Context: an optimization exercise on an open-source flow, tuned for small area, a short achievable clock period and few clock cycles. The choices shown serve that exercise and are no tape-out recipe. Power and IR drop assume default switching activity.

==> flow/design.v <==
module mesh_top (
    input  logic        clock,
    input  logic        reset,
    input  logic        block_all_paths,
    input  logic [3:0]  req_valid,
    input  logic [71:0] req,
    output logic [3:0]  req_ready,
    output logic [3:0]  recv_valid,
    output logic [3:0]  recv_last,
    output logic [7:0]  recv_src,
    output logic [31:0] recv_data
);
    logic [3:0]      s_vld;
    logic [3:0]      s_last;
    logic [3:0][1:0] s_src;
    logic [3:0][7:0] s_data;
    logic [3:0][7:0] s_left;
    logic [3:0][3:0] take;
    logic [3:0]      ready;    
    logic [3:0][3:0] want;     
    logic [3:0][3:0] grant;    
    logic [3:0]      load;
    logic [3:0]      free_next;
    always_comb
    begin
        for (int s = 0; s < 4; s++)
        begin
            for (int d = 0; d < 4; d++)
            begin
                want[s][d] = (s != d) && req_valid[s] && !ready[s]
                             && req[18*s+16 +: 2] == d;
            end
        end
        for (int d = 0; d < 4; d++)
        begin
            load[d] = take[0][d] || take[1][d] || take[2][d] || take[3][d];
            free_next[d] = !load[d] && (!s_vld[d] || s_last[d] || s_left[d] == 8'd2);
        end
        for (int s = 0; s < 4; s++)
        begin
            for (int d = 0; d < 4; d++)
            begin
                grant[s][d] = want[s][d] && free_next[d] && !block_all_paths;
                for (int o = 0; o < s; o++)
                begin
                    if (want[o][d])
                        grant[s][d] = 1'b0;
                end
            end
        end
    end
    always_ff @(posedge clock)
    begin
        for (int s = 0; s < 4; s++)
        begin
            ready[s] <= !reset && |grant[s];
            for (int d = 0; d < 4; d++)
            begin
                if (s == d || reset)
                    take[s][d] <= 1'b0;
                else
                    take[s][d] <= grant[s][d];
            end
        end
    end
    always_ff @(posedge clock)
    begin
        for (int d = 0; d < 4; d++)
        begin
            logic       lv;
            logic       l1;
            logic [1:0] ls;
            logic [7:0] ll;
            logic [7:0] lf;
            lv = 1'b0;
            l1 = 1'b0;
            ls = 2'd0;
            ll = 8'd0;
            lf = 8'd0;
            for (int s = 0; s < 4; s++)
            begin
                if (take[s][d])
                begin
                    lv |= req_valid[s];
                    l1 |= req[18*s+8 +: 8] == 8'd1;
                    ls |= s[1:0];
                    ll |= req[18*s+8 +: 8];
                    lf |= req[18*s +: 8];
                end
            end
            if (reset)
            begin
                s_vld[d]  <= 1'b0;
                s_last[d] <= 1'b0;
            end
            else if (load[d])
            begin
                s_vld[d]  <= lv;
                s_last[d] <= lv && l1;
            end
            else if (s_last[d])
            begin
                s_vld[d]  <= 1'b0;
                s_last[d] <= 1'b0;
            end
            else if (s_vld[d])
            begin
                s_last[d] <= s_left[d] == 8'd2;
            end
            if (load[d])
            begin
                s_src[d]  <= ls;
                s_data[d] <= lf;
                s_left[d] <= ll;
            end
            else
            begin
                s_data[d] <= s_data[d] + 8'd1;
                s_left[d] <= s_left[d] - 8'd1;
            end
        end
    end
    assign req_ready  = ready;
    assign recv_valid = s_vld;
    assign recv_last  = s_last;
    for (genvar d = 0; d < 4; d++)
    begin : g_out
        assign recv_src[2*d +: 2]  = s_src[d];
        assign recv_data[8*d +: 8] = s_data[d];
    end
endmodule
clock: 3.8 ns
lec_check: 0
cap_margin: 20
core_margin: 2
core_utilization: 40
setup_slack_margin: 2.5
slew_margin: 20
tns_end_percent: 0
standard.sh (not shown) runs the stock make flow with config.mk's settings and CLKGATE_MAP_FILE= SYNTH_SCRIPT=/design/flow/synth_recipe.tcl, a recipe that flattens the netlist after the stock synthesis.
==> flow/flow/run.sh <==
#!/bin/bash
# Standard layout with two changes: every port is buffered by a plain buf_1
# (buffer_ports otherwise picks a slow clkdlybuf4s50_1), and clock tree
# synthesis adds no dummy load cells.
set -euo pipefail
bash standard.sh \
    "BUFFER_PORTS_ARGS=-buffer_cell sky130_fd_sc_hd__buf_1" \
    "CTS_ARGS=-sink_clustering_enable -repair_clock_nets -dont_use_dummy_load -buf_list sky130_fd_sc_hd__clkbuf_8" \
    finish > standard_flow.log 2>&1
Rerun with:
CORE_UTILIZATION = 55   (was 40)
SETUP_SLACK_MARGIN = 2.1   (was 2.5)
The changed run completed with no timing, DRC or antenna violations.
Routed wire length goes down slightly.
Worst setup slack degrades by 0.098 ns.
Clock-buffer cell count does not change.
Sequential power is about the same.
No run of this note included a check of the RTL's function; only the layout flow was run.

// mesh_top: RTL as listed in full above, without the edits since
Settings: LEC_CHECK=0, CAP_MARGIN=20, CORE_MARGIN=2, CORE_UTILIZATION=40, SETUP_SLACK_MARGIN=2.2, SLEW_MARGIN=20, TNS_END_PERCENT=0; clock period 3.8 ns.
Scripts as last shown in full above: flow/flow/run.sh
Next try:
SETUP_SLACK_MARGIN = 2.0   (was 2.2)
TNS_END_PERCENT = unset   (was 0)
Global-route usage decreases by 0.17 points.
First-iteration DRC count increases slightly.
Clock skew barely changes.
Sequential cell count is unchanged.
Core utilization decreases by 0.67 points.
Sequential share of layout area stays flat.
Die area does not change.
Worst hold slack is better by 0.033 ns.
Function was not checked in any run of this note: the RTL went through the layout flow alone.

[re-timing with driven ports]
No port has a modelled driver above. Below, the same layouts with a new extraction and two added sets of constraints. Step 1 (the two cells are an assumption about what drives the block):
set clk [get_ports {clock}]
set_driving_cell -lib_cell sky130_fd_sc_hd__clkbuf_16 $clk
set_driving_cell -lib_cell sky130_fd_sc_hd__buf_2 [delete_from_list [all_inputs] $clk]
Step 2, shift: input delay + t, output delay - t, t = (earliest + latest rising clock arrival at the registers) / 2. This alone moves slack from input paths to output paths. Three values: ideal ports, drivers, drivers and shift; two values: the first two.
| run | shift t [ns] | setup WS [ns] | worst hold slack (ns) | latest minus earliest clock arrival (ns) | pins driven straight from the clock port |
|---|---|---|---|---|---|
| the first run of note 1 | 0.394 | 2.108 / 2.090 / 1.725 | 0.472 / 0.472 / 0.472 | 0.025 / 0.025 | 1 |
| the second run of note 1 | 0.391 | 2.010 / 2.010 / 1.679 | 0.502 / 0.502 / 0.502 | 0.036 / 0.036 | 1 |
| the first run of note 2 | 0.394 | 2.108 / 2.090 / 1.725 | 0.472 / 0.472 / 0.472 | 0.025 / 0.025 | 1 |
| the second run of note 2 | 0.392 | 1.979 / 1.986 / 1.594 | 0.504 / 0.504 / 0.504 | 0.023 / 0.023 | 1 |
After both steps setup and hold are still met in every run listed. The setup slack of the second run of note 2, which loses most, moves by +0.007 ns with the drivers and by -0.385 ns with both steps.
